Context: an optimization exercise on an open-source flow, tuned for small area, a short achievable clock period and few clock cycles per item. The choices shown serve that exercise and are no tape-out recipe. At most, simulation tests tie the RTL to the original design; equivalence was not proved. Only the layout flow was run in runs 1, 2, 5 and 6; the RTL was not checked for function there.

==> config.mk <==
export PLATFORM = sky130hd
export DESIGN_NAME = sha256_hash_engine_top
export DESIGN_NICKNAME = sha256_hash_engine_top
export VERILOG_FILES = /design/flow/design.v
export SDC_FILE = /design/flow/constraint.sdc
export NUM_CORES = 4
export LEC_CHECK = 0
export CAP_MARGIN = 20
export CORE_MARGIN = 2
export CORE_UTILIZATION = 40
export SETUP_SLACK_MARGIN = 3.0
export SLEW_MARGIN = 20
export TNS_END_PERCENT = 100
==> constraint.sdc <==
create_clock -name core_clock -period 8.5 [get_ports {clk}]
set_input_delay 1.7000 -clock core_clock [delete_from_list [all_inputs] [get_ports {clk}]]
set_output_delay 1.7000 -clock core_clock [all_outputs]
set_load 0.01 [all_outputs]
==> design.v <==
package sha256_pkg;
  localparam int unsigned WordW   = 32;
  localparam int unsigned BlkWds  = 16;
  localparam int unsigned HashWds = 8;
  localparam logic VAR_SHA256 = 1'b0;
  localparam logic VAR_SHA224 = 1'b1;
  function automatic logic [31:0] ror(input logic [31:0] x, input int unsigned n);
    ror = (x >> n) | (x << (32 - n));
  endfunction
  function automatic logic [31:0] bsig0(input logic [31:0] x);
    bsig0 = ror(x, 2) ^ ror(x, 13) ^ ror(x, 22);
  endfunction
  function automatic logic [31:0] bsig1(input logic [31:0] x);
    bsig1 = ror(x, 6) ^ ror(x, 11) ^ ror(x, 25);
  endfunction
  function automatic logic [31:0] ssig0(input logic [31:0] x);
    ssig0 = ror(x, 7) ^ ror(x, 18) ^ (x >> 3);
  endfunction
  function automatic logic [31:0] ssig1(input logic [31:0] x);
    ssig1 = ror(x, 17) ^ ror(x, 19) ^ (x >> 10);
  endfunction
  function automatic logic [31:0] iv_word(input logic variant, input logic [2:0] i);
    logic [31:0] r;
    r = '0;
    if (variant == VAR_SHA224) begin
      case (i)
        3'd0: r = 32'hc1059ed8;
        3'd1: r = 32'h367cd507;
        3'd2: r = 32'h3070dd17;
        3'd3: r = 32'hf70e5939;
        3'd4: r = 32'hffc00b31;
        3'd5: r = 32'h68581511;
        3'd6: r = 32'h64f98fa7;
        default: r = 32'hbefa4fa4;
      endcase
    end else begin
      case (i)
        3'd0: r = 32'h6a09e667;
        3'd1: r = 32'hbb67ae85;
        3'd2: r = 32'h3c6ef372;
        3'd3: r = 32'ha54ff53a;
        3'd4: r = 32'h510e527f;
        3'd5: r = 32'h9b05688c;
        3'd6: r = 32'h1f83d9ab;
        default: r = 32'h5be0cd19;
      endcase
    end
    iv_word = r;
  endfunction
  function automatic logic [31:0] k_const(input logic [5:0] t);
    logic [31:0] r;
    case (t)
      6'd0: r = 32'h428a2f98;  6'd1: r = 32'h71374491;  6'd2: r = 32'hb5c0fbcf;
      6'd3: r = 32'he9b5dba5;  6'd4: r = 32'h3956c25b;  6'd5: r = 32'h59f111f1;
      6'd6: r = 32'h923f82a4;  6'd7: r = 32'hab1c5ed5;  6'd8: r = 32'hd807aa98;
      6'd9: r = 32'h12835b01;  6'd10: r = 32'h243185be; 6'd11: r = 32'h550c7dc3;
      6'd12: r = 32'h72be5d74; 6'd13: r = 32'h80deb1fe; 6'd14: r = 32'h9bdc06a7;
      6'd15: r = 32'hc19bf174; 6'd16: r = 32'he49b69c1; 6'd17: r = 32'hefbe4786;
      6'd18: r = 32'h0fc19dc6; 6'd19: r = 32'h240ca1cc; 6'd20: r = 32'h2de92c6f;
      6'd21: r = 32'h4a7484aa; 6'd22: r = 32'h5cb0a9dc; 6'd23: r = 32'h76f988da;
      6'd24: r = 32'h983e5152; 6'd25: r = 32'ha831c66d; 6'd26: r = 32'hb00327c8;
      6'd27: r = 32'hbf597fc7; 6'd28: r = 32'hc6e00bf3; 6'd29: r = 32'hd5a79147;
      6'd30: r = 32'h06ca6351; 6'd31: r = 32'h14292967; 6'd32: r = 32'h27b70a85;
      6'd33: r = 32'h2e1b2138; 6'd34: r = 32'h4d2c6dfc; 6'd35: r = 32'h53380d13;
      6'd36: r = 32'h650a7354; 6'd37: r = 32'h766a0abb; 6'd38: r = 32'h81c2c92e;
      6'd39: r = 32'h92722c85; 6'd40: r = 32'ha2bfe8a1; 6'd41: r = 32'ha81a664b;
      6'd42: r = 32'hc24b8b70; 6'd43: r = 32'hc76c51a3; 6'd44: r = 32'hd192e819;
      6'd45: r = 32'hd6990624; 6'd46: r = 32'hf40e3585; 6'd47: r = 32'h106aa070;
      6'd48: r = 32'h19a4c116; 6'd49: r = 32'h1e376c08; 6'd50: r = 32'h2748774c;
      6'd51: r = 32'h34b0bcb5; 6'd52: r = 32'h391c0cb3; 6'd53: r = 32'h4ed8aa4a;
      6'd54: r = 32'h5b9cca4f; 6'd55: r = 32'h682e6ff3; 6'd56: r = 32'h748f82ee;
      6'd57: r = 32'h78a5636f; 6'd58: r = 32'h84c87814; 6'd59: r = 32'h8cc70208;
      6'd60: r = 32'h90befffa; 6'd61: r = 32'ha4506ceb; 6'd62: r = 32'hbef9a3f7;
      default: r = 32'hc67178f2;
    endcase
    k_const = r;
  endfunction
endpackage
module sha256_core (
  input  logic        clk,
  input  logic        rst,
  input  logic        variant,
  input  logic        src_valid,
  input  logic [31:0] src_word,
  input  logic        src_len2,     
  output logic        want,         
  output logic        take,
  output logic        out_valid,
  input  logic        out_ready,
  output logic [31:0] out_word,
  output logic [2:0]  out_idx,
  output logic        out_last
);
  logic [15:0][31:0] w;
  logic [31:0] a, b, c, d, e, f, g, p;
  logic [3:0][31:0] ha, he;
  logic [5:0] r;
  logic       run, fin;
  logic       cur_first, cur_last;
  logic       have0;        
  logic [31:0] w_new, s1, s0, ch, mj, a_new, e_new, sum_a, sum_e, hsel_a, hsel_e;
  logic [31:0] px, p_new;
  logic        stall, adv, need, opt, start, new_first, fold, shift;
  logic [1:0]  fidx;
  always_comb begin
    need      = run && (r <= 6'd13);
    opt       = !have0 && (run ? (r >= 6'd62) : 1'b1);
    stall     = run && ((need && !src_valid) || (r == 6'd61 && out_valid));
    adv       = run && !stall;
    start     = !run && have0 && src_valid;
    new_first = !fin || cur_last;
    fold      = (adv && r >= 6'd61) || (fin && (cur_last || start));
    want      = need || opt || (!run && have0);
    take      = want && src_valid;
    shift     = take || (adv && r >= 6'd14 && r <= 6'd61);
  end
  assign w_new = sha256_pkg::ssig1(w[14]) + w[9] + sha256_pkg::ssig0(w[1]) + w[0];
  always_ff @(posedge clk) begin
    if (shift) begin
      for (int i = 0; i < 15; i++) w[i] <= w[i+1];
      w[15] <= take ? src_word : w_new;
    end
  end
  always_comb begin
    if (run) fidx = (r == 6'd61) ? 2'd3 : (r == 6'd62) ? 2'd2 : 2'd1;
    else     fidx = 2'd0;
    hsel_a = cur_first ? sha256_pkg::iv_word(variant, {1'b0, fidx}) : ha[3];
    hsel_e = cur_first ? sha256_pkg::iv_word(variant, {1'b1, fidx}) : he[3];
    sum_a  = hsel_a + a;
    sum_e  = hsel_e + e;
  end
  always_ff @(posedge clk) begin
    if (fold) begin
      ha <= {ha[2:0], sum_a};
      he <= {he[2:0], sum_e};
    end
  end
  always_comb begin
    s1    = sha256_pkg::bsig1(e);
    s0    = sha256_pkg::bsig0(a);
    ch    = (e & f) ^ (~e & g);
    mj    = (a & b) ^ (a & c) ^ (b & c);
    a_new = p + s1 + ch + s0 + mj;
    e_new = d + p + s1 + ch;
    px    = run ? g : (new_first ? sha256_pkg::iv_word(variant, 3'd7) : he[2]);
    p_new = px + sha256_pkg::k_const(r + 6'd1) + w[15];
  end
  always_ff @(posedge clk) begin
    if (adv) begin
      a <= a_new; b <= a; c <= b; d <= c;
      e <= e_new; f <= e; g <= f;
      p <= p_new;
    end else if (start) begin
      if (new_first) begin
        a <= sha256_pkg::iv_word(variant, 3'd0);
        b <= sha256_pkg::iv_word(variant, 3'd1);
        c <= sha256_pkg::iv_word(variant, 3'd2);
        d <= sha256_pkg::iv_word(variant, 3'd3);
        e <= sha256_pkg::iv_word(variant, 3'd4);
        f <= sha256_pkg::iv_word(variant, 3'd5);
        g <= sha256_pkg::iv_word(variant, 3'd6);
      end else begin
        a <= sum_a; b <= ha[0]; c <= ha[1]; d <= ha[2];
        e <= sum_e; f <= he[0]; g <= he[1];
      end
      p <= p_new;
    end
  end
  always_ff @(posedge clk) begin
    if (rst) begin
      run       <= 1'b0;
      fin       <= 1'b0;
      r         <= 6'd63;
      cur_first <= 1'b1;
      cur_last  <= 1'b0;
      have0     <= 1'b0;
    end else begin
      if (opt && src_valid) have0 <= 1'b1;
      else if (start) have0 <= 1'b0;
      if (adv) begin
        if (r == 6'd63) begin
          run <= 1'b0;
          fin <= 1'b1;
        end else begin
          r <= r + 6'd1;
        end
      end else if (start) begin
        run       <= 1'b1;
        fin       <= 1'b0;
        r         <= 6'd0;
        cur_first <= new_first;
        cur_last  <= 1'b0;
      end else if (fin && cur_last) begin
        fin <= 1'b0;
      end
      if (adv && need && src_len2) cur_last <= 1'b1;
    end
  end
  always_comb begin
    out_word = out_idx[2] ? he[out_idx[1:0]] : ha[out_idx[1:0]];
    out_last = (out_idx == ((variant == sha256_pkg::VAR_SHA224) ? 3'd6 : 3'd7));
  end
  always_ff @(posedge clk) begin
    if (rst) begin
      out_valid <= 1'b0;
      out_idx   <= '0;
    end else if (fin && cur_last) begin
      out_valid <= 1'b1;
      out_idx   <= '0;
    end else if (out_valid && out_ready) begin
      out_idx <= out_idx + 3'd1;
      if (out_last) out_valid <= 1'b0;
    end
  end
endmodule
module sha256_hash_engine_top (
  input  logic        clk,
  input  logic        rst,
  input  logic        cfg_valid,
  output logic        cfg_ready,
  input  logic        cfg_data,
  input  logic        s_axis_tvalid,
  output logic        s_axis_tready,
  input  logic [39:0] s_axis_tdata,    
  input  logic        s_axis_tlast,
  output logic        m_axis_tvalid,
  input  logic        m_axis_tready,
  output logic [39:0] m_axis_tdata,    
  output logic        m_axis_tlast
);
  localparam logic [1:0] S_DATA = 2'd0, S_P80 = 2'd1, S_ZERO = 2'd2, S_LEN2 = 2'd3;
  logic [1:0]  src_st;
  logic [3:0]  pos;         
  logic [58:0] words;       
  logic [1:0]  tail;        
  logic        variant;
  logic [2:0]  cnt;
  logic [31:0] in_word, pad_calc, gen_word, out_word;
  logic        gen_valid, fill;
  logic        buf_valid, buf_len2;
  logic [31:0] buf_word;
  logic [2:0]  out_idx;
  logic        want, take, out_valid, out_last;
  assign in_word = s_axis_tdata[31:0];
  assign cnt     = (s_axis_tdata[34:32] > 3'd4) ? 3'd4 : s_axis_tdata[34:32];
  always_comb begin
    case (cnt)
      3'd1:    pad_calc = {in_word[31:24], 24'h80_0000};
      3'd2:    pad_calc = {in_word[31:16], 16'h8000};
      3'd3:    pad_calc = {in_word[31:8], 8'h80};
      default: pad_calc = 32'h8000_0000;
    endcase
  end
  always_comb begin
    gen_valid = (src_st != S_DATA) || s_axis_tvalid;
    case (src_st)
      S_DATA:  gen_word = (!s_axis_tlast || cnt == 3'd4) ? in_word : pad_calc;
      S_P80:   gen_word = 32'h8000_0000;
      S_ZERO:  gen_word = (pos == 4'd14) ? words[58:27] : 32'd0;
      default: gen_word = {words[26:0], tail, 3'd0};
    endcase
  end
  assign fill = !buf_valid || take;
  always_ff @(posedge clk) begin
    if (rst) begin
      buf_valid <= 1'b0;
      src_st    <= S_DATA;
      pos       <= '0;
      words     <= '0;
      tail      <= '0;
      variant   <= sha256_pkg::VAR_SHA256;
    end else begin
      if (cfg_valid) variant <= cfg_data;
      if (fill) buf_valid <= gen_valid;
      if (fill && gen_valid) begin
        pos <= pos + 4'd1;
        case (src_st)
          S_DATA: begin
            if (!s_axis_tlast || cnt == 3'd4) words <= words + 59'd1;
            if (s_axis_tlast) begin
              tail   <= cnt[1:0];
              src_st <= (cnt == 3'd4) ? S_P80 : S_ZERO;
            end
          end
          S_P80:  src_st <= S_ZERO;
          S_ZERO: if (pos == 4'd14) src_st <= S_LEN2;
          default: begin
            src_st <= S_DATA;
            words  <= '0;
            tail   <= '0;
          end
        endcase
      end
    end
  end
  always_ff @(posedge clk) begin
    if (fill) begin
      buf_word <= gen_word;
      buf_len2 <= (src_st == S_LEN2);
    end
  end
  always_comb begin
    cfg_ready     = 1'b1;
    s_axis_tready = fill && (src_st == S_DATA);
    m_axis_tvalid = out_valid;
    m_axis_tdata  = {5'd0, out_idx, out_word};
    m_axis_tlast  = out_last;
  end
  sha256_core u_core (
    .clk       (clk),
    .rst       (rst),
    .variant   (variant),
    .src_valid (buf_valid),
    .src_word  (buf_word),
    .src_len2  (buf_len2),
    .want      (want),
    .take      (take),
    .out_valid (out_valid),
    .out_ready (m_axis_tready),
    .out_word  (out_word),
    .out_idx   (out_idx),
    .out_last  (out_last)
  );
endmodule
==> run.sh <==
#!/bin/bash
# synth_recipe.tcl (not shown) runs the flow's synth.tcl, then flattens the netlist and writes it again
# the make line also repeats each setting of config.mk as NAME=value (left out here)
make -C /OpenROAD-flow-scripts/flow DESIGN_CONFIG=/design/flow/config.mk WORK_HOME=/design/flow/orfs CLKGATE_MAP_FILE= SYNTH_SCRIPT=/design/flow/synth_recipe.tcl finish
==> out/metrics.cfg, run 1 <==
[run_status]
result_of_the_run = finished clean

[sta]
layout_worst_path_cycle_share = 0.654
final.min_clock_period_ns = 5.56
timing.slew.headroom = 0.231
timing.clock.skew_ns = 0.0649
timing.final.max_slew_violations = 0
setup_violations = 0
grt_setup_unrepaired = yes
max_slew.worst_pin.slew_ns = 1.15
final-hold-violation-count = 0
timing.fmax_mhz = 180

[grt]
gr-total-overflow = 0
first_global_vias = 43600
grt_pass1_wl_um = 303000
grt_use_total = 0.254
largest_net_degree_at_the_start_of_global_routing = 159
antenna_found_initial = 1

[route]
drt.antenna.violating_nets = 0
drtIter0Drc = 4932
drt_pre_antenna_iters = 6
vias_per_cell = 5.69
wl_um = 213000
vias = 45600
drc = 0
drt-wirelength-per-cell_um = 26.5

[floorplanning]
dieArea_um2 = 164000
initial_core_util = 0.402
chipWidth_um = 405
fp.coreArea_um2 = 160000
die_h_um = 405
fp-row-count = 147
ioPinCount = 91

[placed_design]
placement.io_buffers = 79
hpwlAfterDp_um = 151000
placed_standard_cell_area_um2 = 67900
place.gp.congestion = 0.998

[worst_setup_path]
slowest_stage = o21ai_0
crit_chain = and4_4, nand2_1, buf_4, nand2_2, nand2_1, nand3_2, o21ai_0, ha_1, a211oi_1, nor2_1, o21ai_0, o31a_1, buf_4, nor2_1, o21a_1, a31oi_1, nor2b_1, nor4b_1, o32a_1
crit_path_end_kind = flip-flop
criticalPathCategory = flip-flop to flip-flop
worst_ep_arrival_time_ns = 6.18
worstPathMaxFanout = 9
worst_path_largest_cell_delay_ns = 0.59
worst_setup_path_start_kind = flip-flop
ff2ff_setup_slack_ns = 2.94
required_time_of_the_worst_setup_path_ns = 9.12

[job]
cap_violations = 0

[layout]
fin_area_um2 = 74200
most_frequent_standard_cell_in_the_layout_excluding_fill_and_tap_cells = edfxtp_1
final_cell_mix = edfxtp_1 (1057), nand2_1 (444), inv_1 (440)
area_growth_syn_to_layout_pct = 15.1
nets = 6275
num_antenna_cells = 0
final_layout_size_suffix_gt1_frac = 0.126

[cts]
cts_root_buf = clkbuf_16
clk_transition_reported_paths_ns = 0.06
cts_buffers = 119
clk_latency_worst_skew_pair_ns = 0.80
clockBufferDepth = 3
tritoncts = yes
cts_num_sinks = 1141
h-tree-depth = 3

[synth]
synth_enable_flop_cells = 1057
post_synth_main_area_contributors = edfxtp_1 (49%), fa_1 (7.9%), ha_1 (4.3%), xnor2_1 (4.0%), a21oi_1 (3.2%)
synth.ff_latch_count = 1141
post-synth-top-area-fraction = 0.492
ys_dominant_reg_cell = edfxtp_1
number_of_distinct_library_cells_after_synthesis = 92
yosysWarningCount = 2
post_synthesis_instance_area_um2 = 64500
async_flop_share = 0
ys_seq_area_frac = 0.518
syn_avg_cell_area_um2 = 11.5
synth_top_cell_by_area = edfxtp_1
synthesis.instances = 5596

[hold_path]
timing.hold.worst.class = flip-flop to flip-flop

==> critical path, delay by kind of cell (launching register included) <==
family	cells	cell delay, ns
AO/OA/AOI/OAI	7	2.07
adder cells (fa/ha/maj)	1	0.35
buffers and inverters	2	0.38
flip-flops	1	0.56
AND/OR/NAND/NOR	9	2.03
==> cells by family (layout without fill, tap and decap cells) <==
logic type | after synthesis | in the layout | synth area share
buffers and inverters | 756 | 1014 | 0.0450
other | 2 | 6 | 0.000116
DFF | 1141 | 1141 | 0.518
AOI/OAI and AO/OA | 1275 | 1275 | 0.120
and+or+nand+nor | 1299 | 1299 | 0.0900
adders and majority gates | 503 | 503 | 0.126
xor gates and xnor gates | 477 | 477 | 0.0648
muxes | 143 | 143 | 0.0358
==> sequential cells by signal, indices dropped and copies added, names as in the netlist, 2 cells and up <==
signal and count:
u_core.a 32, u_core.d 32, buf_word 32, u_core.b 32, u_core.he 128, u_core.ha 128, u_core.e 32, u_core.out_idx 3
words 59, u_core.g 32, tail 2, pos 4, u_core.c 32, src_st 2, u_core.f 32, u_core.w 512
u_core.r 6, u_core.p 32
==> routing by layer <==
layer / up-vias / global-route usage / share of wire
met1: 22700 / 0.336 / 0.40
met5: - / 0 / 0
met3: 501 / 0.0403 / 0.074
li1: 20300 / - / -
met4: 0 / 0.125 / 0.060
met2: 2137 / 0.406 / 0.46
==> area by class of cell <==
class / instances / area, µm²
fill: 14800 / 86200
sequential: 1141 / 33500
multi-input combinational: 3703 / 29200
timing repair buffer: 340 / 3260
clock buffer: 145 / 3130
tap: 2160 / 2700
inverter: 448 / 1690
clock inverter: 81 / 805
==> synthesized netlist by cell type, types with 60 or more instances <==
cell type and instances:
a211oi_1 60, a21o_1 79, a21oi_1 413, clkbuf_1 252, dfxtp_1 84, edfxtp_1 1057
fa_1 253, ha_1 222, inv_1 444, mux4_2 66, nand2_1 451, nand3_1 126
nor2_1 416, nor3_1 93, o21ai_0 379, xnor2_1 298, xor2_1 179
==> through the flow <==
| stage | worst slack (ns) | util | hold slack [ns] | instances | TNS, ns |
|---|---|---|---|---|---|
| after floorplan | -2.25 | - | 0.400 | 5600 | -1343.51 |
| after global placement | 1.71 | 0.424 | 0.400 | 7644 | 0 |
| after detailed placement | 1.74 | 0.424 | 0.405 | 7645 | 0 |
| after CTS | 2.87 | 0.456 | 0.402 | 7957 | 0 |
| after global routing | 2.82 | 0.463 | 0.416 | 8018 | 0 |
| final | 2.94 | 0.463 | 0.410 | 8018 | 0 |
==> final timing paths <==
path / startpoint / endpoint / cells after the start
setup / recovery: u_core.r[4] / u_core.a[31] / 19
hold / removal: u_core.w[443] / u_core.w[411] / 0
setup reg to reg: u_core.r[4] / u_core.a[31] / 19
hold reg to reg: u_core.w[443] / u_core.w[411] / 0
==> repair_timing <==
action	in CTS	in global routing
buffers inserted	82	55
hold endpoints to repair	0	0
resized for setup	104	114
gates cloned	4	6
pin swaps	36	39
setup endpoints to repair	75	40
hold buffers	0	0
==> run 2: changes to the inputs <==
--- a/design.v
+++ b/design.v
@@ -20,4 +20,28 @@
     ssig1 = ror(x, 17) ^ ror(x, 19) ^ (x >> 10);
   endfunction
+  function automatic logic [31:0] csa_s(input logic [31:0] x, input logic [31:0] y,
+                                        input logic [31:0] z);
+    csa_s = x ^ y ^ z;
+  endfunction
+  function automatic logic [31:0] csa_c(input logic [31:0] x, input logic [31:0] y,
+                                        input logic [31:0] z);
+    logic [31:0] m;
+    m = (x & y) | (x & z) | (y & z);
+    csa_c = {m[30:0], 1'b0};
+  endfunction
+  function automatic logic [31:0] add_ks(input logic [31:0] x, input logic [31:0] y);
+    logic [31:0] gg, pp, g2, p2;
+    gg = x & y;
+    pp = x ^ y;
+    for (int l = 1; l < 32; l = l * 2) begin
+      g2 = gg; p2 = pp;
+      for (int i = l; i < 32; i++) begin
+        g2[i] = gg[i] | (pp[i] & gg[i-l]);
+        p2[i] = pp[i] & pp[i-l];
+      end
+      gg = g2; pp = p2;
+    end
+    add_ks = x ^ y ^ {gg[30:0], 1'b0};
+  endfunction
   function automatic logic [31:0] iv_word(input logic variant, input logic [2:0] i);
     logic [31:0] r;
@@ -101,4 +125,5 @@
   logic [31:0] w_new, s1, s0, ch, mj, a_new, e_new, sum_a, sum_e, hsel_a, hsel_e;
   logic [31:0] px, p_new;
+  logic [31:0] t1s, t1c, e1s, e1c, a1s, a1c, a2s, a2c;
   logic        stall, adv, need, opt, start, new_first, fold, shift;
   logic [1:0]  fidx;
@@ -141,6 +166,14 @@
     ch    = (e & f) ^ (~e & g);
     mj    = (a & b) ^ (a & c) ^ (b & c);
-    a_new = p + s1 + ch + s0 + mj;
-    e_new = d + p + s1 + ch;
+    t1s   = sha256_pkg::csa_s(p, ch, s1);
+    t1c   = sha256_pkg::csa_c(p, ch, s1);
+    e1s   = sha256_pkg::csa_s(t1s, t1c, d);
+    e1c   = sha256_pkg::csa_c(t1s, t1c, d);
+    a1s   = sha256_pkg::csa_s(t1s, t1c, mj);
+    a1c   = sha256_pkg::csa_c(t1s, t1c, mj);
+    a2s   = sha256_pkg::csa_s(a1s, a1c, s0);
+    a2c   = sha256_pkg::csa_c(a1s, a1c, s0);
+    a_new = sha256_pkg::add_ks(a2s, a2c);
+    e_new = sha256_pkg::add_ks(e1s, e1c);
     px    = run ? g : (new_first ? sha256_pkg::iv_word(variant, 3'd7) : he[2]);
     p_new = px + sha256_pkg::k_const(r + 6'd1) + w[15];
==> run 2 against run 1 <==
  * Still clean on timing, DRC and antenna
  * Count of clock-buffer cells in the layout rose by 11
  * Critical path depth rose by 1
==> out/metrics.cfg, run 2 <==
[route]
drtIter0Drc = 5000  ; +1.4%
drt-wirelength-per-cell_um = 26.5  ; about the same
vias = 45100  ; -1.2%
wl_um = 207000  ; -2.4%
drt.antenna.violating_nets = 0  ; unchanged
drt_pre_antenna_iters = 6  ; unchanged
drc = 0  ; unchanged
vias_per_cell = 5.76  ; +1.2%

[synth]
async_flop_share = 0  ; unchanged
synth.ff_latch_count = 1141  ; unchanged
post_synthesis_instance_area_um2 = 63600  ; -1.4%
ys_dominant_reg_cell = edfxtp_1
ys_seq_area_frac = 0.525  ; +0.00712
yosys.cell_count.top_type = edfxtp_1
synth_top_cell_by_area = edfxtp_1
syn_avg_cell_area_um2 = 11.5  ; -0.10%
synthesis.instances = 5526  ; -1.3%
post-synth-top-area-fraction = 0.499  ; +0.00676
synth_enable_flop_cells = 1057  ; unchanged
number_of_distinct_library_cells_after_synthesis = 102  ; +11%
yosysWarningCount = 2  ; unchanged
yosys-top-cells-count = edfxtp_1 (1057), nand2_1 (451), a21oi_1 (423), nor2_1 (415), inv_1 (411)
post_synth_main_area_contributors = edfxtp_1 (50%), fa_1 (6.9%), ha_1 (4.3%), xnor2_1 (4.1%), a21oi_1 (3.3%)

[layout]
largest_registers = u_core.w: 512 flops, u_core.ha: 128 flops, u_core.he: 128 flops
final_cell_mix = edfxtp_1 (1057), nand2_1 (445), a21oi_1 (406)
nets = 6138  ; -2.2%
area_growth_syn_to_layout_pct = 15.6
largest_register_ffs = 512  ; unchanged
fin_area_um2 = 73500  ; -0.92%
top_register = u_core.w
final_layout_size_suffix_gt1_frac = 0.122  ; -0.00402
most_frequent_standard_cell_in_the_layout_excluding_fill_and_tap_cells = edfxtp_1

[sta]
grt_setup_unrepaired = yes
setup_violations = 0  ; unchanged
layout_worst_path_cycle_share = 0.658  ; +0.00418
final.min_clock_period_ns = 5.59  ; +0.0355 ns
timing.slew.headroom = 0.237  ; +0.00621
max_slew.worst_pin.slew_ns = 1.13  ; -0.0213 ns
timing.clock.skew_ns = 0.0505  ; -0.0144 ns
timing.fmax_mhz = 179  ; -0.64%
timing.final.max_slew_violations = 0  ; unchanged
final-hold-violation-count = 0  ; unchanged
timing.setup.tns_ns = 0  ; unchanged
fin_worst_hold_slack_ns = 0.392  ; -0.0180 ns

[hold_path]
whs_endpoint = u_core.w[295]
timing.hold.worst_path_depth = 0  ; unchanged
timing.hold.worst.class = flip-flop to flip-flop
worst_hold_startpoint = u_core.w[327]

[floorplanning]
fp-row-count = 146  ; -0.68%
die_h_um = 403  ; -0.67%
dieArea_um2 = 162000  ; -1.3%
fp.coreArea_um2 = 158000  ; -1.4%
initial_core_util = 0.402  ; about the same
chipWidth_um = 403  ; -0.67%
ioPinCount = 91  ; unchanged

[worst_setup_path]
criticalPathCategory = flip-flop to flip-flop
ff2ff_setup_slack_ns = 2.91  ; -0.04 ns
worst_ep_arrival_time_ns = 6.12  ; -0.06 ns
worstPathMaxFanout = 4  ; -5
worst_setup_path_start_kind = flip-flop
reg2reg_depth = 20  ; +1
required_time_of_the_worst_setup_path_ns = 9.03  ; -0.09 ns
reg2reg_to = u_core.a[31]
r2r_start = u_core.e[12]
crit_path_end_kind = flip-flop

[cts]
cts_root_buf = clkbuf_16
tritoncts = yes
postCtsHoldBufs = 0  ; unchanged
cts_num_sinks = 1141  ; unchanged
h-tree-depth = 4  ; +1
cts_buffers = 130  ; +9.2%
clockBufferDepth = 3  ; unchanged
clk_transition_reported_paths_ns = 0.06  ; about the same
clk_latency_worst_skew_pair_ns = 0.80  ; about the same

[grt]
gr-total-overflow = 0  ; unchanged
grt_use_total = 0.250  ; -0.00405
antenna_found_initial = 3  ; +2
first_global_vias = 42700  ; -2.2%
grt_pass1_wl_um = 296000  ; -2.2%
largest_net_degree_at_the_start_of_global_routing = 197  ; +24%

[placed_design]
placed_standard_cell_area_um2 = 66900  ; -1.6%
hpwlAfterDp_um = 146000  ; -3.4%
place.gp.congestion = 0.976  ; -2.2%
placement.io_buffers = 79  ; unchanged

[run_status]
result_of_the_run = finished clean

[job]
cap_violations = 0  ; unchanged

[run 2: cell count changes after synthesis, moves of 17 or more]
| cell | before | now |
|---|---|---|
| a21o_1 | 79 | 124 |
| nand3_1 | 126 | 109 |
| inv_1 | 444 | 411 |
| o21ai_1 | 1 | 18 |
| maj3_1 | 28 | 4 |
| fa_1 | 253 | 219 |
[run 2: cell families (layout without fill, tap and decap cells)]
kind of cell / Yosys count / count (layout) / synth area share
AO/OA/AOI/OAI: 1316 / 1316 / 0.127
AND/OR/NAND/NOR: 1278 / 1278 / 0.0891
flip-flops: 1141 / 1141 / 0.525
buffers and inverters: 722 / 947 / 0.0437
XOR/XNOR: 484 / 485 / 0.0666
adder cells (fa/ha/maj): 442 / 442 / 0.113
multiplexers: 141 / 141 / 0.0358
other: 2 / 7 / 0.000118
[run 2: per-stage QoR]
step                      setup slack (ns)  utilization  instances
after detailed placement              2.09        0.423       7471
after global routing                  2.82        0.465       7828
after CTS                             2.91        0.457       7758
after global placement                2.14        0.423       7471
after floorplan                      -2.00            -       5530
final                                 2.91        0.465       7829
[run 2: how the worst max path moves through the flow]
| stage | endpoint | from |
|---|---|---|
| final | u_core.a[31] | u_core.e[12] |
| after global routing | u_core.a[31] | u_core.e[12] |
| after CTS | u_core.a[31] | u_core.e[12] |
| after detailed placement | u_core.p[30] | u_core.r[1] |
| after global placement | u_core.p[30] | u_core.r[1] |
| after floorplan | u_core.w[0] | u_core.r[0] |
[run 2: final cells by class]
class	instances	area (µm²)
Sequential cell	1141	33500
Timing Repair Buffer	299	2930
Multi-Input combinational cell	3668	28500
Fill cell	14400	84700
Antenna cell	1	2.50
Inverter	413	1570
Clock buffer	156	3390
Tap cell	2072	2590
Clock inverter	79	1070
[run 2: timing repair]
action | 4_1_cts | 5_1_grt
endpoints found under the setup margin | 75 | 47
buffers inserted | 47 | 66
pin swaps | 31 | 68
gates resized for setup | 120 | 111
cloned | 5 | 3
[run 2: layer usage]
layer,GRT usage,share of wire
met2,0.380,0.44
met4,0.111,0.050
met5,0,0.00014
met1,0.345,0.42
met3,0.0510,0.084
[run 2: critical path, cell delays in order (launching register included)]
cell,delay [ns]
edfxtp_1,0.40
buf_6,0.15
xor2_2,0.18
xnor2_2,0.19
fa_1,0.55
inv_2,0.06
fa_1,0.58
fa_1,0.47
ha_4,0.20
inv_2,0.05
fa_2,0.19
nor2b_1,0.06
o31a_1,0.35
o21a_4,0.24
a2111o_1,0.57
a21oi_2,0.26
o31a_1,0.23
o21ai_1,0.12
a21oi_2,0.26
xnor2_1,0.15
o21ai_1,0.08
==> run 3: changes to the inputs <==
--- a/design.v
+++ b/design.v
@@ -123,4 +123,6 @@
   logic       cur_first, cur_last;
   logic       have0;        
+  logic       f_need, f_comp, f_61, f_62, f_63;
+  logic [5:0] r_next;
   logic [31:0] w_new, s1, s0, ch, mj, a_new, e_new, sum_a, sum_e, hsel_a, hsel_e;
   logic [31:0] px, p_new;
@@ -129,14 +131,17 @@
   logic [1:0]  fidx;
   always_comb begin
-    need      = run && (r <= 6'd13);
-    opt       = !have0 && (run ? (r >= 6'd62) : 1'b1);
-    stall     = run && ((need && !src_valid) || (r == 6'd61 && out_valid));
+    need      = run && f_need;
+    opt       = !have0 && (run ? (f_62 || f_63) : 1'b1);
+    stall     = run && ((need && !src_valid) || (f_61 && out_valid));
     adv       = run && !stall;
     start     = !run && have0 && src_valid;
     new_first = !fin || cur_last;
-    fold      = (adv && r >= 6'd61) || (fin && (cur_last || start));
+    fold      = (adv && (f_61 || f_62 || f_63)) || (fin && (cur_last || start));
     want      = need || opt || (!run && have0);
     take      = want && src_valid;
-    shift     = take || (adv && r >= 6'd14 && r <= 6'd61);
+    shift     = take || (adv && f_comp);
+    if (adv) r_next = f_63 ? r : r + 6'd1;
+    else if (start) r_next = 6'd0;
+    else r_next = r;
   end
   assign w_new = sha256_pkg::ssig1(w[14]) + w[9] + sha256_pkg::ssig0(w[1]) + w[0];
@@ -148,6 +153,5 @@
   end
   always_comb begin
-    if (run) fidx = (r == 6'd61) ? 2'd3 : (r == 6'd62) ? 2'd2 : 2'd1;
-    else     fidx = 2'd0;
+    fidx = {f_61 || f_62, f_61 || (run && f_63)};
     hsel_a = cur_first ? sha256_pkg::iv_word(variant, {1'b0, fidx}) : ha[3];
     hsel_e = cur_first ? sha256_pkg::iv_word(variant, {1'b1, fidx}) : he[3];
@@ -205,21 +209,29 @@
       fin       <= 1'b0;
       r         <= 6'd63;
+      f_need    <= 1'b0;
+      f_comp    <= 1'b0;
+      f_61      <= 1'b0;
+      f_62      <= 1'b0;
+      f_63      <= 1'b1;
       cur_first <= 1'b1;
       cur_last  <= 1'b0;
       have0     <= 1'b0;
     end else begin
+      r      <= r_next;
+      f_need <= (r_next <= 6'd13);
+      f_comp <= (r_next >= 6'd14) && (r_next <= 6'd61);
+      f_61   <= (r_next == 6'd61);
+      f_62   <= (r_next == 6'd62);
+      f_63   <= (r_next == 6'd63);
       if (opt && src_valid) have0 <= 1'b1;
       else if (start) have0 <= 1'b0;
       if (adv) begin
-        if (r == 6'd63) begin
+        if (f_63) begin
           run <= 1'b0;
           fin <= 1'b1;
-        end else begin
-          r <= r + 6'd1;
         end
       end else if (start) begin
         run       <= 1'b1;
         fin       <= 1'b0;
-        r         <= 6'd0;
         cur_first <= new_first;
         cur_last  <= 1'b0;
--- a/config.mk
+++ b/config.mk
@@ -9,5 +9,5 @@
 export CORE_MARGIN = 2
 export CORE_UTILIZATION = 40
-export SETUP_SLACK_MARGIN = 3.0
+export SETUP_SLACK_MARGIN = 4.0
 export SLEW_MARGIN = 20
 export TNS_END_PERCENT = 100
==> run 3 against run 2 <==
  * Synthesized cell count increased by 0.16%
  * Final area up 4.7%
  * Worst hold slack worse by 0.038 ns
  * Flip-flop and latch count is 5 higher
  * Highest routed layer is now met4
  * First-iteration DRC count is 16% higher
  * Sequential share of layout area fell by 1.9 points
  * Cell count increased by 2.0%
  * Setup slack better by 0.018 ns
  * Routed wire length up 3.0%
==> out/metrics.cfg, run 3 <==
[grt]
gr-total-overflow = 0  ; unchanged
largest_net_degree_at_the_start_of_global_routing = 189  ; -4.1%
first_global_vias = 44700  ; +4.8%
antenna_found_initial = 4  ; +1
grt_pass1_wl_um = 307000  ; +3.9%
grt_use_total = 0.258  ; +0.00854

[worst_setup_path]
crit_path_end_kind = flip-flop
ff2ff_setup_slack_ns = 2.93  ; +0.02 ns
worst_setup_path_start_kind = flip-flop
worstPathMaxFanout = 3  ; -1
worst_ep_arrival_time_ns = 6.07  ; -0.05 ns
required_time_of_the_worst_setup_path_ns = 9.00  ; -0.03 ns
criticalPathCategory = flip-flop to flip-flop

[sta]
layout_worst_path_cycle_share = 0.656  ; -0.00218
setup_violations = 0  ; unchanged
timing.fmax_mhz = 179  ; +0.33%
timing.clock.skew_ns = 0.0871  ; +0.0366 ns
timing.final.max_slew_violations = 0  ; unchanged
worst_slack_ns = 2.93  ; +0.0185 ns
grt_setup_unrepaired = yes
final.min_clock_period_ns = 5.57  ; -0.0185 ns
max_slew.worst_pin.slew_ns = 1.20  ; +0.0666 ns
final-hold-violation-count = 0  ; unchanged
timing.setup.tns_ns = 0  ; unchanged
timing.slew.headroom = 0.194  ; -0.0432

[synth]
yosys-top-cells-count = edfxtp_1 (1057), nand2_1 (449), a21oi_1 (416), inv_1 (406), nor2_1 (386)
async_flop_share = 0  ; unchanged
synth_mux_area_frac = 0.0356  ; -0.000172
ys_seq_area_frac = 0.525  ; about the same
synth.ff_latch_count = 1146  ; +0.44%
synth_top_cell_by_area = edfxtp_1
yosys.area_share.adder = 0.112  ; -0.000748
synth_simple_gate_area_share = 0.0914  ; +0.00231
yosys.cell_count.top_type = edfxtp_1
post_synth_main_area_contributors = edfxtp_1 (50%), fa_1 (6.9%), ha_1 (4.3%), xnor2_1 (4.1%), a21oi_1 (3.3%)
post_synthesis_instance_area_um2 = 63800  ; +0.32%
number_of_distinct_library_cells_after_synthesis = 98  ; -3.9%
complex_gate_fraction_of_the_synthesized_area = 0.127  ; +0.000188
post-synth-top-area-fraction = 0.497  ; -0.00158
synth_enable_flop_cells = 1057  ; unchanged
yosysWarningCount = 2  ; unchanged
synth_top_family_by_area = compound AO/OA/AOI/OAI gates
syn_avg_cell_area_um2 = 11.5  ; +0.15%
ys_dominant_reg_cell = edfxtp_1
synthesis.instances = 5535  ; +0.16%
synth_xor_area_frac = 0.0662  ; -0.000485

[floorplanning]
die_h_um = 403  ; +0.16%
fp-row-count = 146  ; unchanged
ioPinCount = 91  ; unchanged
dieArea_um2 = 163000  ; +0.31%
initial_core_util = 0.403  ; +0.000808
fp.coreArea_um2 = 158000  ; +0.12%
chipWidth_um = 403  ; +0.16%

[route]
vias_per_cell = 5.83  ; +1.3%
met2RoutedLength_um = 94500  ; +2.8%
wl_um = 214000  ; +3.0%
wl_on_met1_um = 88900  ; +1.5%
drtIter0Drc = 5786  ; +16%
vias = 46600  ; +3.3%
drc = 0  ; unchanged
drt_pre_antenna_iters = 6  ; unchanged
top_layer_used = met4
drt-wirelength-per-cell_um = 26.7  ; +0.93%
drt.antenna.violating_nets = 0  ; unchanged
wl_met3_um = 20100  ; +15%

[run_status]
result_of_the_run = finished clean

[layout]
utilization = 0.486  ; +0.0212
final_cell_mix = edfxtp_1 (1057), nand2_1 (428), inv_1 (383)
largest_registers = u_core.w: 512 flops, u_core.ha: 128 flops, u_core.he: 128 flops
area_growth_syn_to_layout_pct = 20.6
final_layout_size_suffix_gt1_frac = 0.191  ; +0.0687
largest_register_ffs = 512  ; unchanged
top_register = u_core.w
most_frequent_standard_cell_in_the_layout_excluding_fill_and_tap_cells = edfxtp_1
nets = 6293  ; +2.5%

[placed_design]
hpwlAfterDp_um = 146000  ; -0.14%
place.gp.congestion = 0.952  ; -2.4%
placement.io_buffers = 79  ; unchanged
dpl_worst_slack_ns = 1.71  ; -0.375 ns

[cts]
tritoncts = yes
postCtsHoldBufs = 0  ; unchanged
clockBufferDepth = 3  ; unchanged
cts_root_buf = clkbuf_16
h-tree-depth = 3  ; -1
clk_latency_worst_skew_pair_ns = 0.80  ; about the same
cts_buffers = 121  ; -6.9%
cts_num_sinks = 1146  ; +0.44%
clk_transition_reported_paths_ns = 0.07  ; about the same

[hold_path]
timing.hold.worst.class = flip-flop to flip-flop

[job]
cap_violations = 0  ; unchanged

run 3: cell type report:
cell class	count	area, µm²
antenna	1	2.50
clock buffer	144	3140
clock inverter	84	993
fill	14000	81400
inverter	411	1580
multi-input combinational	3680	30500
sequential	1146	33600
tap	2072	2590
timing repair buffer	450	4610
run 3: path summary, 6_finish.rpt:
path                 startpoint             to  cells after the start
setup / recovery   u_core.e[12]   u_core.a[28]                     18
hold / removal    u_core.w[266]  u_core.w[234]                      0
setup reg to reg   u_core.e[12]   u_core.a[28]                     18
hold reg to reg   u_core.w[266]  u_core.w[234]                      0
run 3: cells by family (layout without fill, tap and decap cells):
family	after synthesis	after routing
other	2	7
muxes	142	142
DFF	1146	1146
buffers and inverters	715	1089
and+or+nand+nor	1300	1300
xor gates and xnor gates	482	484
AOI/OAI and AO/OA	1308	1308
adders and majority gates	440	440
run 3: timing repair:
action | in CTS | in global routing
setup buffers | 196 | 85
pin swaps | 197 | 153
endpoints found under the setup margin | 171 | 96
gates cloned | 17 | 0
resized for setup | 499 | 199
run 3: metal layers:
metal	track usage	up-vias
li1	-	20400
met5	0	-
met1	0.364	23400
met3	0.0528	430
met2	0.389	2300
met4	0.106	0
run 3: critical path, cell delays in order (launching register included):
cell      delay (ns)
edfxtp_1        0.44
buf_6           0.16
xor2_2          0.18
xnor2_2         0.33
fa_2            0.59
fa_2            0.58
inv_2           0.04
fa_2            0.55
ha_4            0.21
and4_1          0.20
a21oi_2         0.16
a21oi_1         0.09
or4_4           0.55
o311a_4         0.36
o211ai_4        0.25
o221ai_4        0.16
a21oi_2         0.16
xnor2_1         0.08
a22o_1          0.17
run 3: stage by stage:
stage               instances  hold WS, ns  area [µm²]
floorplan                5539        0.400       64100
global placement         7460        0.401       67000
detailed placement       7460        0.405       67000
CTS                      7901        0.346       75300
global route             7987        0.361       77000
finish                   7988        0.354       77000
Testbench counts of run 3, summed over its fixed seeds: cycles 55,304, bytes 42,816.
==> run 4: changes to the inputs <==
--- a/config.mk
+++ b/config.mk
@@ -9,5 +9,5 @@
 export CORE_MARGIN = 2
 export CORE_UTILIZATION = 40
-export SETUP_SLACK_MARGIN = 4.0
+export SETUP_SLACK_MARGIN = 3.0
 export SLEW_MARGIN = 20
 export TNS_END_PERCENT = 100
==> run 4 against run 3 <==
  * Still clean on timing, DRC and antenna
  * Synthesized cell count did not move
  * Register-to-register slack lost 0.04 ns
  * Via count decreased by 2.6%
  * Critical endpoint is now u_core.a[24]
==> out/metrics.cfg, run 4 <==
[cts]
cts_root_buf = clkbuf_16
clk_transition_reported_paths_ns = 0.06  ; about the same
clk_latency_worst_skew_pair_ns = 0.80  ; about the same
h-tree-depth = 4  ; +1
tritoncts = yes
cts_buffers = 131  ; +8.3%
cts_num_sinks = 1146  ; unchanged
postCtsHoldBufs = 0  ; unchanged
clockBufferDepth = 3  ; unchanged

[sta]
timing.clock.skew_ns = 0.100  ; +0.0129 ns
setup_violations = 0  ; unchanged
worst_slack_ns = 2.89  ; -0.0356 ns
layout_worst_path_cycle_share = 0.660  ; +0.00419
timing.fmax_mhz = 178  ; -0.64%
grt_setup_unrepaired = yes
max_slew.worst_pin.slew_ns = 1.22  ; +0.0170 ns
timing.slew.headroom = 0.176  ; -0.0173
timing.setup.tns_ns = 0  ; unchanged
timing.final.max_slew_violations = 0  ; unchanged
final-hold-violation-count = 0  ; unchanged
final.min_clock_period_ns = 5.61  ; +0.0356 ns

[worst_setup_path]
critical_path.n_buffers_inverters = 2  ; unchanged
slowest_stage = fa_2
timing.critical_path.max_delay_family = adder cells
worst_path_largest_cell_delay_ns = 0.57  ; -0.02 ns
crit_path_end_kind = flip-flop
crit_chain = buf_4, xor2_1, xnor2_2, fa_2, fa_1, inv_1, fa_1, ha_4, and4_1, a21oi_2, a21oi_1, or4_4, o311a_4, o211ai_4, nand2b_1, a21oi_2, xor2_1, mux2i_1
criticalPathCategory = flip-flop to flip-flop
worst_setup_path_start_kind = flip-flop
launch_point_of_the_critical_path = u_core.e[12]
r2r_start = u_core.e[12]
worst_ep_arrival_time_ns = 6.08  ; about the same
required_time_of_the_worst_setup_path_ns = 8.97  ; -0.03 ns
worstPathMaxFanout = 6  ; +3

[hold_path]
timing.hold.worst.class = flip-flop to flip-flop
worst_hold_startpoint = u_core.w[423]

[layout]
num_antenna_cells = 0  ; -1
largest_register_ffs = 512  ; unchanged
top_register = u_core.w
final_cell_mix = edfxtp_1 (1057), nand2_1 (441), inv_1 (399)
final_layout_size_suffix_gt1_frac = 0.124  ; -0.0672
utilization = 0.465  ; -0.0212
most_frequent_standard_cell_in_the_layout_excluding_fill_and_tap_cells = edfxtp_1
nets = 6111  ; -2.9%
fill_cells = 14300  ; +1.7%
largest_registers = u_core.w: 512 flops, u_core.ha: 128 flops, u_core.he: 128 flops
area_growth_syn_to_layout_pct = 15.4

[route]
drc = 0  ; unchanged
drt-wirelength-per-cell_um = 26.5  ; -0.73%
drt.antenna.violating_nets = 0  ; unchanged
vias_per_cell = 5.82  ; -0.30%
wl_on_met1_um = 87400  ; -1.7%
drtIter0Drc = 5463  ; -5.6%
top_layer_used = met5
wl_met3_um = 18800  ; -6.4%
wl_um = 207000  ; -3.0%
vias = 45400  ; -2.6%
met2RoutedLength_um = 91500  ; -3.2%
drt_pre_antenna_iters = 6  ; unchanged

[synth]
yosysWarningCount = 2  ; unchanged
ys_seq_area_frac = 0.525  ; unchanged
synth_simple_gate_area_share = 0.0914  ; unchanged
yosys.area_share.adder = 0.112  ; unchanged
post-synth-top-area-fraction = 0.497  ; unchanged
yosys.cell_count.top_type = edfxtp_1
post_synth_main_area_contributors = edfxtp_1 (50%), fa_1 (6.9%), ha_1 (4.3%), xnor2_1 (4.1%), a21oi_1 (3.3%)
async_flop_share = 0  ; unchanged
post_synthesis_instance_area_um2 = 63800  ; unchanged
complex_gate_fraction_of_the_synthesized_area = 0.127  ; unchanged
ys_dominant_reg_cell = edfxtp_1
synthesis.instances = 5535  ; unchanged
yosys-top-cells-count = edfxtp_1 (1057), nand2_1 (449), a21oi_1 (416), inv_1 (406), nor2_1 (386)
number_of_distinct_library_cells_after_synthesis = 98  ; unchanged
syn_avg_cell_area_um2 = 11.5  ; unchanged
synth_xor_area_frac = 0.0662  ; unchanged
synth_enable_flop_cells = 1057  ; unchanged
synth_mux_area_frac = 0.0356  ; unchanged
synth_top_family_by_area = compound AO/OA/AOI/OAI gates
synth_top_cell_by_area = edfxtp_1
synth.ff_latch_count = 1146  ; unchanged

[floorplanning]
fp.coreArea_um2 = 158000  ; unchanged
fp-row-count = 146  ; unchanged
ioPinCount = 91  ; unchanged
chipWidth_um = 403  ; unchanged
die_h_um = 403  ; unchanged
dieArea_um2 = 163000  ; unchanged
initial_core_util = 0.403  ; unchanged

[placed_design]
placement.io_buffers = 79  ; unchanged
hpwlAfterDp_um = 144000  ; -0.83%
dpl_worst_slack_ns = 1.84  ; +0.124 ns
place.gp.congestion = 0.983  ; +3.3%

[run_status]
result_of_the_run = finished clean

[grt]
largest_net_degree_at_the_start_of_global_routing = 128  ; -32%
first_global_vias = 43400  ; -2.9%
grt_use_total = 0.250  ; -0.00829
grt_pass1_wl_um = 298000  ; -3.2%
gr-total-overflow = 0  ; unchanged
antenna_found_initial = 3  ; -1

[job]
cap_violations = 0  ; unchanged

## run 4: cell counts after synthesis
Identical to the previous run, type by type.
## run 4: worst paths after layout
check                                      to  slack, ns  depth (start not counted)
worst max-delay path             u_core.a[24]       2.89                         18
worst min-delay path            u_core.w[391]       0.35                          0
worst max register to register   u_core.a[24]       2.89                         18
worst min register to register  u_core.w[391]       0.35                          0
## run 4: cells by family after synthesis
group / Yosys count
AOI/OAI and AO/OA: 1308
xor gates and xnor gates: 482
adders and majority gates: 440
buffers and inverters: 715
DFF: 1146
muxes: 142
other: 2
and+or+nand+nor: 1300
## run 4: layout make-up
cell class | count | area, µm² | share of cell area
inverter | 411 | 1570 | 0.0213
clock buffer | 160 | 3400 | 0.0461
timing repair buffer | 259 | 2650 | 0.0359
multi-input combinational | 3679 | 28800 | 0.391
tap | 2072 | 2590 | 0.0352
sequential | 1146 | 33600 | 0.456
clock inverter | 80 | 1070 | 0.0146
## run 4: what timing repair did
item                                    CTS  global route
gates resized for setup                 148           119
cloned                                    6             7
hold endpoints to repair                  0             0
pin swaps                                54            58
setup buffers                            65            25
endpoints found under the setup margin   73            37
## run 4: metal layers
layer,vias up,track usage
met5,-,0
li1,20000,-
met2,2217,0.378
met3,392,0.0508
met4,4,0.104
met1,22800,0.351
## run 4: per-stage QoR
stage          hold slack [ns]  cells  instance area, µm²
2_1_floorplan            0.400   5539               63900
3_3_place_gp             0.400   7463               66800
3_5_place_dp             0.405   7463               66800
4_1_cts                  0.343   7774               72700
5_1_grt                  0.359   7807               73600
6_report                 0.348   7807               73600
## run 4: worst reg2reg max path, delay by kind of cell, from the launching register on
kind,cells,cell delay (ns)
AO/OA/AOI/OAI,5,1.05
XOR/XNOR,3,0.71
adder cells (fa/ha/maj),4,1.90
buffers and inverters,2,0.28
flip-flops,1,0.41
multiplexers,1,0.09
AND/OR/NAND/NOR,3,0.88
==> run 5: changes to the inputs <==
--- a/design.v
+++ b/design.v
@@ -282,7 +282,5 @@
   logic [2:0]  cnt;
   logic [31:0] in_word, pad_calc, gen_word, out_word;
-  logic        gen_valid, fill;
-  logic        buf_valid, buf_len2;
-  logic [31:0] buf_word;
+  logic        gen_valid;
   logic [2:0]  out_idx;
   logic        want, take, out_valid, out_last;
@@ -306,8 +304,6 @@
     endcase
   end
-  assign fill = !buf_valid || take;
   always_ff @(posedge clk) begin
     if (rst) begin
-      buf_valid <= 1'b0;
       src_st    <= S_DATA;
       pos       <= '0;
@@ -317,6 +313,5 @@
     end else begin
       if (cfg_valid) variant <= cfg_data;
-      if (fill) buf_valid <= gen_valid;
-      if (fill && gen_valid) begin
+      if (take) begin
         pos <= pos + 4'd1;
         case (src_st)
@@ -339,13 +334,7 @@
     end
   end
-  always_ff @(posedge clk) begin
-    if (fill) begin
-      buf_word <= gen_word;
-      buf_len2 <= (src_st == S_LEN2);
-    end
-  end
   always_comb begin
     cfg_ready     = 1'b1;
-    s_axis_tready = fill && (src_st == S_DATA);
+    s_axis_tready = want && (src_st == S_DATA);
     m_axis_tvalid = out_valid;
     m_axis_tdata  = {5'd0, out_idx, out_word};
@@ -356,7 +345,7 @@
     .rst       (rst),
     .variant   (variant),
-    .src_valid (buf_valid),
-    .src_word  (buf_word),
-    .src_len2  (buf_len2),
+    .src_valid (gen_valid),
+    .src_word  (gen_word),
+    .src_len2  (src_st == S_LEN2),
     .want      (want),
     .take      (take),
==> run 5 against run 4 <==
  * Register-to-register slack improved by 0.14 ns
  * Count of clock-buffer cells in the layout fell by 18
  * Critical path depth fell by 1
  * Routed wire length fell by 1.5%
  * Core utilization fell by 0.11 points
  * Worst hold slack improved by 0.028 ns
  * Cell count fell by 2.4%
==> out/metrics.cfg, run 5 <==
[floorplanning]
die_h_um = 398  ; -1.3%
dieArea_um2 = 159000  ; -2.5%
initial_core_util = 0.403  ; about the same
fp-row-count = 144  ; -1.4%
ioPinCount = 91  ; unchanged
chipWidth_um = 398  ; -1.3%
fp.coreArea_um2 = 154000  ; -2.6%

[sta]
grt_setup_unrepaired = yes
setup_violations = 0  ; unchanged
final-hold-violation-count = 0  ; unchanged
fin_worst_hold_slack_ns = 0.376  ; +0.0284 ns
max_slew.worst_pin.slew_ns = 1.20  ; -0.0127 ns
final.min_clock_period_ns = 5.47  ; -0.136 ns
timing.clock.skew_ns = 0.0641  ; -0.0359 ns
timing.setup.tns_ns = 0  ; unchanged
timing.fmax_mhz = 183  ; +2.5%
timing.slew.headroom = 0.189  ; +0.0128
layout_worst_path_cycle_share = 0.644  ; -0.0160
timing.final.max_slew_violations = 0  ; unchanged

[layout]
largest_register_ffs = 512  ; unchanged
final_layout_size_suffix_gt1_frac = 0.121  ; -0.00271
top_register = u_core.w
most_frequent_standard_cell_in_the_layout_excluding_fill_and_tap_cells = edfxtp_1
seq_area_um2 = 32500  ; -3.0%
fill_cells = 14000  ; -1.7%
nets = 5954  ; -2.6%
multi_input_comb_area_um2 = 28100  ; -2.4%
utilization = 0.464  ; -0.00109
largest_registers = u_core.w: 512 flops, u_core.ha: 128 flops, u_core.he: 128 flops
final_cell_mix = edfxtp_1 (1024), nand2_1 (411), a21oi_1 (378)
area_growth_syn_to_layout_pct = 15.0

[worst_setup_path]
r2r_start = u_core.e[14]
worst_setup_path_start_kind = flip-flop
slowest_stage = fa_1
worst_ep_arrival_time_ns = 5.91  ; -0.17 ns
worst_path_largest_cell_delay_ns = 0.60  ; +0.03 ns
worstPathMaxFanout = 4  ; -2
required_time_of_the_worst_setup_path_ns = 8.94  ; -0.03 ns
criticalPathCategory = flip-flop to flip-flop
crit_path_end_kind = flip-flop
cpMostUsedCell = fa_1
launch_point_of_the_critical_path = u_core.e[14]
ff2ff_setup_slack_ns = 3.03  ; +0.14 ns
crit_chain = xor2_1, xnor2_2, fa_1, fa_1, fa_1, inv_1, ha_1, nand3_1, nor2_1, o21ai_2, nand3_4, o311ai_4, nand3b_1, a221o_1, a21oi_2, xor2_1, a22oi_1

[cts]
cts_root_buf = clkbuf_16
cts_num_sinks = 1112  ; -3.0%
postCtsHoldBufs = 0  ; unchanged
cts_buffers = 118  ; -9.9%
tritoncts = yes
clockBufferDepth = 3  ; unchanged
clk_transition_reported_paths_ns = 0.06  ; about the same
clk_latency_worst_skew_pair_ns = 0.78  ; -0.02 ns
h-tree-depth = 3  ; -1

[synth]
post-synth-top-area-fraction = 0.495  ; -0.00291
synth_top_cell_by_area = edfxtp_1
yosys.cell_count.top_type = edfxtp_1
number_of_distinct_library_cells_after_synthesis = 87  ; -11%
post_synthesis_instance_area_um2 = 62200  ; -2.6%
synth_enable_flop_cells = 1024  ; -3.1%
ys_dominant_reg_cell = edfxtp_1
async_flop_share = 0  ; unchanged
synth.ff_latch_count = 1112  ; -3.0%
ys_seq_area_frac = 0.523  ; -0.00251
yosysWarningCount = 2  ; unchanged
post_synth_main_area_contributors = edfxtp_1 (49%), fa_1 (7.1%), ha_1 (4.4%), xnor2_1 (4.1%), a21oi_1 (3.2%)
yosys-top-cells-count = edfxtp_1 (1024), nand2_1 (422), a21oi_1 (396), inv_1 (379), nor2_1 (379)
syn_avg_cell_area_um2 = 11.6  ; +0.37%
synthesis.instances = 5374  ; -2.9%

[route]
drc = 0  ; unchanged
drt-wirelength-per-cell_um = 26.8  ; +0.92%
vias_per_cell = 5.78  ; -0.56%
wl_um = 204000  ; -1.5%
drtIter0Drc = 4834  ; -12%
drt.antenna.violating_nets = 0  ; unchanged
drt_pre_antenna_iters = 6  ; unchanged
vias = 44100  ; -3.0%

[job]
cap_violations = 0  ; unchanged

[run_status]
result_of_the_run = finished clean

[placed_design]
placement.io_buffers = 79  ; unchanged
place.gp.congestion = 0.990  ; +0.69%
hpwlAfterDp_um = 145000  ; +0.30%

[grt]
gr-total-overflow = 0  ; unchanged
largest_net_degree_at_the_start_of_global_routing = 172  ; +34%
grt_pass1_wl_um = 293000  ; -1.6%
antenna_found_initial = 5  ; +2
first_global_vias = 41900  ; -3.5%
grt_use_total = 0.253  ; +0.00319

[hold_path]
worst_hold_startpoint = u_core.w[227]
timing.hold.worst.class = flip-flop to flip-flop

run 5: cell types whose count changed in the layout (fill, tap and decap cells not counted), moves of 12 or more:
cell	before	now
a21oi_1	397	378
o21ai_0	344	331
edfxtp_1	1057	1024
nor3_1	109	83
clkbuf_16	137	122
o21a_1	43	28
nand3_1	137	122
inv_1	399	372
or3_1	18	30
ha_1	193	208
nand2_1	441	411
buf_4	141	159
a221o_1	4	21
clkbuf_1	28	15
run 5: routing by layer:
layer  vias to the layer above  track usage  share of wire
li1                      19500            -              -
met1                     22200        0.355           0.42
met2                      2010        0.393           0.45
met3                       358       0.0420          0.084
met4                         8       0.0972          0.043
met5                         -            0        0.00023
run 5: through the flow:
step	worst slack, ns	instances	area [µm²]
floorplan	1.84	5378	62300
global placement	1.95	7283	65300
detailed placement	1.98	7283	65300
CTS	2.93	7559	70600
global route	2.94	7618	71500
finish	3.03	7619	71500
run 5: area by class of cell:
class	count	share of cell area
timing repair buffer	272	0.0371
tap	2044	0.0358
clock buffer	142	0.0443
inverter	384	0.0205
clock inverter	84	0.0148
antenna	1	0.0000350
multi-input combinational	3580	0.393
sequential	1112	0.455
run 5: final timing paths:
path,to,cells after the start
max,u_core.a[24],17
min,u_core.w[195],0
max reg2reg,u_core.a[24],17
min reg2reg,u_core.w[195],0
run 5: cells by family (layout without fill, tap and decap cells):
family | after synthesis | in the layout | share of synthesized area
and+or+nand+nor | 1233 | 1233 | 0.0891
buffers and inverters | 687 | 882 | 0.0419
DFF | 1112 | 1112 | 0.523
other | 2 | 7 | 0.000121
xor gates and xnor gates | 480 | 480 | 0.0676
muxes | 149 | 149 | 0.0379
AOI/OAI and AO/OA | 1268 | 1269 | 0.125
adders and majority gates | 443 | 443 | 0.115
run 5: critical path, delay by kind of cell (launching register included):
family                     cells  cell delay, ns
AOI/OAI and AO/OA              5            1.15
and+or+nand+nor                4            0.55
adders and majority gates      4            2.04
DFF                            1            0.53
buffers and inverters          1            0.04
xor gates and xnor gates       3            0.84
run 5: what timing repair did:
item                       4_1_cts  5_1_grt
setup endpoints to repair       69       43
resized for setup              100      110
buffers inserted                45       58
pin swaps                       10       44
hold endpoints to repair         0        0
gates cloned                     5        1
==> run 6: changes to the inputs <==
--- a/config.mk
+++ b/config.mk
@@ -8,5 +8,5 @@
 export CAP_MARGIN = 20
 export CORE_MARGIN = 2
-export CORE_UTILIZATION = 40
+export CORE_UTILIZATION = 60
 export SETUP_SLACK_MARGIN = 3.0
 export SLEW_MARGIN = 20
==> run 6 against run 5 <==
  * Still clean
  * Routed wire length is 2.7% lower
  * Cell count decreased by 9.2%
  * Die area fell by 33%
  * Synthesized area did not move
  * Global-route usage grew 12 points
  * Final area fell by 2.1%
  * Setup slack lost 0.15 ns
  * First-iteration DRC count is 33% higher
  * Largest cell class unchanged
==> out/metrics.cfg, run 6 <==
[sta]
timing.fmax_mhz = 178  ; -2.7%
timing.clock.skew_ns = 0.0861  ; +0.0220 ns
timing.setup.tns_ns = 0  ; unchanged
setup_violations = 0  ; unchanged
final.min_clock_period_ns = 5.63  ; +0.154 ns
grt_setup_unrepaired = yes

[synth]
synth.ff_latch_count = 1112  ; unchanged
syn_avg_cell_area_um2 = 11.6  ; unchanged
synthesis.instances = 5374  ; unchanged
ys_dominant_reg_cell = edfxtp_1
synth_mux_area_frac = 0.0379  ; unchanged
synth_top_cell_by_area = edfxtp_1
synth_enable_flop_cells = 1024  ; unchanged
yosys.area_share.adder = 0.115  ; unchanged
ys_seq_area_frac = 0.523  ; unchanged

[layout]
fill_cells = 7606  ; -46%
final_layout_size_suffix_gt1_frac = 0.111  ; -0.0101
largest_registers = u_core.w: 512 flops, u_core.ha: 128 flops, u_core.he: 128 flops
multi_input_comb_area_um2 = 28100  ; about the same
largest_register_ffs = 512  ; unchanged
nets = 5925  ; -0.49%
final_cell_mix = edfxtp_1 (1024), nand2_1 (407), a21oi_1 (381)
area_growth_syn_to_layout_pct = 12.6

[run_status]
result_of_the_run = finished clean

[floorplanning]
chipWidth_um = 326  ; -18%
fp.coreArea_um2 = 103000  ; -33%
ioPinCount = 91  ; unchanged

[route]
vias_per_cell = 6.51  ; +13%
drt.antenna.violating_nets = 0  ; unchanged
drtIter0Drc = 6409  ; +33%
vias = 45000  ; +2.2%

[grt]
grt_use_total = 0.369  ; +0.116
grt_pass1_wl_um = 286000  ; -2.4%

[cts]
tritoncts = yes
cts_root_buf = clkbuf_16
cts_buffers = 116  ; -1.7%
cts_num_sinks = 1112  ; unchanged
h-tree-depth = 3  ; unchanged

[worst_setup_path]
worst_setup_path_start_kind = flip-flop
slowest_stage = dfxtp_2
crit_path_end_kind = flip-flop
crit_chain = a21o_2, ha_1, nand2_1, nand3_1, o21ai_0, ha_1, fa_1, a211oi_1, o21ai_1, a21oi_1, o31ai_2, a31oi_2, a31oi_2, a21o_1, a21oi_1, xnor2_1, a2bb2oi_1
criticalPathCategory = flip-flop to flip-flop

[placed_design]
place.gp.congestion = 1.01  ; +1.9%
placement.io_buffers = 79  ; unchanged

==> run 6: cell counts after synthesis <==
Identical to the previous run, type by type.
==> run 6: critical path: cells and delay by family (launching register included) <==
family / cells / cell delay, ns
AOI/OAI and AO/OA: 11 / 2.85
and+or+nand+nor: 2 / 0.59
adders and majority gates: 3 / 1.19
DFF: 1 / 0.55
xor gates and xnor gates: 1 / 0.25
==> run 6: kinds of logic after synthesis <==
kind of cell | after synthesis
adder cells (fa/ha/maj) | 443
buffers and inverters | 687
flip-flops | 1112
AND/OR/NAND/NOR | 1233
other | 2
XOR/XNOR | 480
multiplexers | 149
AO/OA/AOI/OAI | 1268
==> run 6: path summary, 6_finish.rpt <==
| kind | start | to | slack, ns | cells past startpoint |
|---|---|---|---|---|
| min reg2reg | u_core.w[424] | u_core.w[392] | 0.35 | 0 |
| min | u_core.w[424] | u_core.w[392] | 0.35 | 0 |
| max reg2reg | u_core.run | u_core.e[24] | 2.87 | 17 |
| max | u_core.run | u_core.e[24] | 2.87 | 17 |
==> run 6: final cells by class <==
class / instances / area share
clock inverters: 67 / 0.0119
inverters: 384 / 0.0208
flip-flops and latches: 1112 / 0.465
repair buffers: 242 / 0.0333
repair inverters: 1 / 0.000107
multi-input cells: 3582 / 0.401
diodes: 2 / 0.0000715
clock buffers: 146 / 0.0436
well taps: 1380 / 0.0247
==> run 6: timing repair <==
| action | in CTS | in global routing |
|---|---|---|
| cloned | 5 | 2 |
| gates resized for setup | 90 | 98 |
| pin swaps | 14 | 43 |
| setup endpoints to repair | 43 | 52 |
| buffers inserted | 42 | 29 |
==> run 6: stage by stage <==
| stage | utilization | cell area (µm²) | setup slack [ns] |
|---|---|---|---|
| 2_1_floorplan | - | 62300 | 1.84 |
| 3_3_place_gp | 0.625 | 64500 | 2.20 |
| 3_5_place_dp | 0.625 | 64500 | 2.21 |
| 4_1_cts | 0.671 | 69200 | 3.00 |
| 5_1_grt | 0.678 | 70000 | 2.83 |
| 6_report | 0.678 | 70000 | 2.87 |
==> run 6: per-layer routing <==
metal	global-route usage	vias up	wire [µm]
met2	0.530	2747	84200
met5	0.00710	-	192
met1	0.545	22300	81500
met3	0.0851	528	23000
met4	0.147	11	9750
li1	-	19500	-

[what the ideal ports hide]
No port has a modelled driver above. Below, the same layouts with a new extraction and two added sets of constraints. Step 1 (the two cells are an assumption about what drives the block):
set clk [get_ports {clk}]
set_driving_cell -lib_cell sky130_fd_sc_hd__clkbuf_16 $clk
set_driving_cell -lib_cell sky130_fd_sc_hd__buf_2 [delete_from_list [all_inputs] $clk]
Step 2 moves the port delays by t, midway between the first and last clock arrival at a register: inputs arrive t later, outputs are due t later. That takes back most of the time a late clock gives input paths. Slacks: ideal ports / drivers / drivers and shift; pairs: ideal ports / drivers.
run | t, ns | setup WS [ns] | pins driven straight from the clock port
run 1 | 0.851 | 2.944 / 2.944 / 2.944 | 1
run 2 | 0.854 | 2.908 / 2.908 / 2.908 | 1
run 3 | 0.825 | 2.927 / 2.927 / 2.927 | 1
run 4 | 0.832 | 2.891 / 2.891 / 2.891 | 1
run 5 | 0.824 | 3.028 / 3.028 / 3.028 | 1
run 6 | 0.792 | 2.873 / 2.873 / 2.871 | 1
After both steps setup and hold are still met in every run listed. For run 6, which loses most, drivers alone change the setup slack by 0.000 ns; drivers and shift together by -0.002 ns.
